This is an optimization exercise on Yosys and OpenROAD, whose aim is small area, not a production implementation.
Only simulation tests tie the RTL to the original design; equivalence was not proved.
Power figures rest on the tool's default switching activity, not on a simulated workload.

Design pcie_app, start of the top module:
module pcie_app
#(
  parameter int NUM_REGS = 16
)
(
  input  logic                   pcie_core_clk_i,
  input  logic                   rst_n_i,
  input  logic                   s_axis_tx_tready_i,
  output logic [DATA_W-1:0]      s_axis_tx_tdata_o,
  output logic [KEEP_W-1:0]      s_axis_tx_tkeep_o,
  output logic                   s_axis_tx_tlast_o,
  output logic                   s_axis_tx_tvalid_o,
  input  logic [DATA_W-1:0]      m_axis_rx_tdata_i,
  input  logic                   m_axis_rx_tlast_i,
  input  logic                   m_axis_rx_tvalid_i,
  output logic                   m_axis_rx_tready_o,
  input  logic [7:0]             cfg_bus_number_i,
  input  logic [4:0]             cfg_device_number_i,
  input  logic [2:0]             cfg_function_number_i,
  output logic [31:0]            user_data_o,
  output logic [USER_ADDR_W-1:0] user_addr_o,
  output logic                   user_wr_req_o,
  input  logic [31:0]            user_data_i,
  input  logic                   user_rd_ack_i,
  output logic                   user_rd_req_o
);
Size: ~870 cells after synthesis, ~550 flip-flops.
==> module pcie_app, before the edit <==
module pcie_app
#(
  parameter int NUM_REGS = 16
)
(
  input  logic                   pcie_core_clk_i,
  input  logic                   rst_n_i,
  input  logic                   s_axis_tx_tready_i,
  output logic [DATA_W-1:0]      s_axis_tx_tdata_o,
  output logic [KEEP_W-1:0]      s_axis_tx_tkeep_o,
  output logic                   s_axis_tx_tlast_o,
  output logic                   s_axis_tx_tvalid_o,
  input  logic [DATA_W-1:0]      m_axis_rx_tdata_i,
  input  logic                   m_axis_rx_tlast_i,
  input  logic                   m_axis_rx_tvalid_i,
  output logic                   m_axis_rx_tready_o,
  input  logic [7:0]             cfg_bus_number_i,
  input  logic [4:0]             cfg_device_number_i,
  input  logic [2:0]             cfg_function_number_i,
  output logic [31:0]            user_data_o,
  output logic [USER_ADDR_W-1:0] user_addr_o,
  output logic                   user_wr_req_o,
  input  logic [31:0]            user_data_i,
  input  logic                   user_rd_ack_i,
  output logic                   user_rd_req_o
);
  function automatic int bits_for(input int n);
    bits_for = 1;
    while ((1 << bits_for) < n)
      bits_for++;
  endfunction
  localparam int NR = NUM_REGS - 1;         
  localparam int PW = bits_for(NUM_REGS);   
  localparam logic [2:0] ST_CLR  = 3'd0;   
  localparam logic [2:0] ST_IDLE = 3'd1;   
  localparam logic [2:0] ST_DISC = 3'd2;   
  localparam logic [2:0] ST_WR   = 3'd3;   
  localparam logic [2:0] ST_RD   = 3'd4;   
  localparam logic [2:0] ST_CPL0 = 3'd5;   
  localparam logic [2:0] ST_RDW  = 3'd6;   
  localparam logic [2:0] ST_CPL1 = 3'd7;   
  function automatic logic [31:0] dw_swap(input logic [31:0] dw);
    dw_swap = {dw[7:0], dw[15:8], dw[23:16], dw[31:24]};
  endfunction
  logic [2:0]       st_q;
  logic [PW-1:0]    pos_q;
  logic [NR*32-1:0] ring_q;
  logic [31:0]      ring_out;
  logic [31:0]      ring_in;
  logic [31:0]      val_q;      
  logic [31:0]      val_src;
  logic [2:0]       tc_q;
  logic [1:0]       attr_q;
  logic [15:0]      rid_q;
  logic [7:0]       tag_q;
  logic [63:0] d;
  logic [9:0]  a;
  logic        vld;
  logic        a_user;
  logic        a_reg;
  logic        a_here;
  logic        hdr_ok;
  logic        wr_now;
  assign d      = m_axis_rx_tdata_i;
  assign a      = d[11:2];
  assign vld    = m_axis_rx_tvalid_i;
  assign a_user = a[9];
  assign a_reg  = !a[9] && (a != 10'd0) && (a < 10'(NUM_REGS));
  assign a_here = (a[PW-1:0] == pos_q);
  assign hdr_ok = ((d[31:24] == FMT_TYPE_MRD32) || (d[31:24] == FMT_TYPE_MWR32)) &&
                  (d[9:0] == 10'd1);
  assign ring_out = ring_q[NR*32-1 -: 32];
  assign wr_now   = (st_q == ST_WR) && vld && a_reg && a_here;
  assign ring_in = (st_q == ST_CLR) ? '0 : wr_now ? dw_swap(d[63:32]) : ring_out;
  generate
    if (NR > 1)
    begin : g_ring
      always_ff @(posedge pcie_core_clk_i)
        ring_q <= {ring_q[NR*32-33:0], ring_in};
    end
    else
    begin : g_word
      always_ff @(posedge pcie_core_clk_i)
        ring_q <= ring_in;
    end
  endgenerate
  always_ff @(posedge pcie_core_clk_i or negedge rst_n_i)
  begin
    if (!rst_n_i)
    begin
      st_q  <= ST_CLR;
      pos_q <= PW'(1);
    end
    else
    begin
      pos_q <= (pos_q == PW'(NR)) ? PW'(1) : pos_q + PW'(1);
      case (st_q)
        ST_CLR:
          if (pos_q == PW'(NR))
            st_q <= ST_IDLE;
        ST_IDLE:
          if (vld && !m_axis_rx_tlast_i)
            st_q <= !hdr_ok ? ST_DISC : d[30] ? ST_WR : ST_RD;
        ST_DISC:
          if (vld && m_axis_rx_tlast_i)
            st_q <= ST_IDLE;
        ST_WR:
          if (vld && (!a_reg || a_here))
            st_q <= ST_IDLE;
        ST_RD:
          if (vld)
            st_q <= ST_CPL0;
        ST_CPL0:
          if (s_axis_tx_tready_i)
            st_q <= ST_RDW;
        ST_RDW:
          if (a_user ? user_rd_ack_i : (!a_reg || a_here))
            st_q <= ST_CPL1;
        ST_CPL1:
          if (s_axis_tx_tready_i)
            st_q <= ST_IDLE;
        default:
          st_q <= ST_IDLE;
      endcase
    end
  end
  assign val_src = (st_q == ST_IDLE) ?
                     {cfg_bus_number_i, cfg_device_number_i, cfg_function_number_i, 16'h0004} :
                   a_user          ? dw_swap(user_data_i) :
                   a_reg           ? dw_swap(ring_out) :
                   (a == 10'd0)    ? dw_swap(DESIGN_ID) : '0;
  always_ff @(posedge pcie_core_clk_i)
  begin
    if (st_q == ST_IDLE)
    begin
      tc_q   <= d[22:20];
      attr_q <= d[13:12];
      rid_q  <= d[63:48];
      tag_q  <= d[47:40];
    end
    if ((st_q == ST_IDLE) || (st_q == ST_RDW))
      val_q <= val_src;
  end
  assign m_axis_rx_tready_o = (st_q == ST_IDLE) || (st_q == ST_DISC) ||
                              ((st_q == ST_WR) && (!a_reg || a_here)) ||
                              ((st_q == ST_CPL1) && s_axis_tx_tready_i);
  assign user_wr_req_o = (st_q == ST_WR) && vld && a_user;
  assign user_rd_req_o = (st_q == ST_RDW) && a_user;
  assign user_addr_o   = a[USER_ADDR_W-1:0];
  assign user_data_o   = dw_swap(d[63:32]);
  assign s_axis_tx_tvalid_o = (st_q == ST_CPL0) || (st_q == ST_CPL1);
  assign s_axis_tx_tlast_o  = (st_q == ST_CPL1);
  assign s_axis_tx_tkeep_o  = '1;
  assign s_axis_tx_tdata_o  = (st_q == ST_CPL1) ?
    {val_q, rid_q, tag_q, 1'b0, a[4:0], 2'b00} :
    {val_q, FMT_TYPE_CPLD, 1'b0, tc_q, 4'b0000, 2'b00, attr_q, 2'b00, 10'd1};
endmodule
export LEC_CHECK = 0
export CAP_MARGIN = 20
export CORE_MARGIN = 2
export CORE_UTILIZATION = 60
export SLEW_MARGIN = 20
create_clock -name core_clock -period 4.0 [get_ports {pcie_core_clk_i}]
standard.sh (not shown) runs the stock make flow with config.mk's settings and CLKGATE_MAP_FILE= SYNTH_SCRIPT=/design/flow/synth_recipe.tcl, a recipe that flattens the netlist after the stock synthesis.
==> flow/flow/run.sh <==
#!/bin/bash
# Standard ORFS layout with smaller port buffers and a leaner clock tree.
set -euo pipefail
export BUFFER_PORTS_ARGS="-buffer_cell sky130_fd_sc_hd__buf_1"
export CTS_ARGS="-sink_clustering_enable -repair_clock_nets -dont_use_dummy_load -buf_list sky130_fd_sc_hd__clkbuf_8 -sink_clustering_size 20 -sink_clustering_max_diameter 60"
bash standard.sh > standard.log 2>&1
Edit:
--- a/flow/design.v
+++ b/flow/design.v
@@ -78,6 +78,8 @@
   endfunction
   logic [2:0]       st_q;
   logic [PW-1:0]    pos_q;
+  logic [PW-1:0]    pos_nxt;
+  logic             pos_last;   
   logic [NR*32-1:0] ring_q;
   logic [31:0]      ring_out;
   logic [31:0]      ring_in;
@@ -118,6 +120,18 @@
         ring_q <= ring_in;
     end
   endgenerate
+  generate
+    if (NUM_REGS == 16)
+    begin : g_lfsr
+      assign pos_nxt  = {pos_q[2:0], pos_q[3] ^ pos_q[2]};
+      assign pos_last = (pos_q == 4'b1000);
+    end
+    else
+    begin : g_count
+      assign pos_nxt  = (pos_q == PW'(NR)) ? PW'(1) : pos_q + PW'(1);
+      assign pos_last = (pos_q == PW'(NR));
+    end
+  endgenerate
   always_ff @(posedge pcie_core_clk_i or negedge rst_n_i)
   begin
     if (!rst_n_i)
@@ -127,10 +141,10 @@
     end
     else
     begin
-      pos_q <= (pos_q == PW'(NR)) ? PW'(1) : pos_q + PW'(1);
+      pos_q <= pos_nxt;
       case (st_q)
         ST_CLR:
-          if (pos_q == PW'(NR))
+          if (pos_last)
             st_q <= ST_IDLE;
         ST_IDLE:
           if (vld && !m_axis_rx_tlast_i)
After rerunning: The changed run passed the timing, design-rule and antenna checks; clock power stays flat; sequential share of layout area went down by 0.18 points; sequential cell count stays the same; clock-buffer cell count is unchanged; combinational power went down by 31%.

==> separate check: timing with driven ports <==
How much do the figures lean on ideal ports? The routed layouts below were timed once more, with nothing changed but the port constraints. Step 1, drivers: a clkbuf_16 drives pcie_core_clk_i and a buf_2 each remaining input, both assumed. Step 2 adds t to the input delays and takes it off the output delays; t is the mean of the earliest and latest rising clock arrival at the registers after step 1. Input paths then give back, and output paths get back, about the clock's delay inside the block. a / b / c = no drivers / after step 1 / after step 2; a / b = the first two.
| run | t, ns | setup WS [ns] | worst register clock-pin slew, ns | cell pins on the clock port's net |
|---|---|---|---|---|
| the first run | 0.621 | 0.499 / 0.459 / 0.814 | 0.12 / 0.12 | 1 |
| the second run | 0.631 | 0.393 / 0.351 / 0.737 | 0.12 / 0.12 | 1 |
After both steps setup and hold are still met in every run listed.
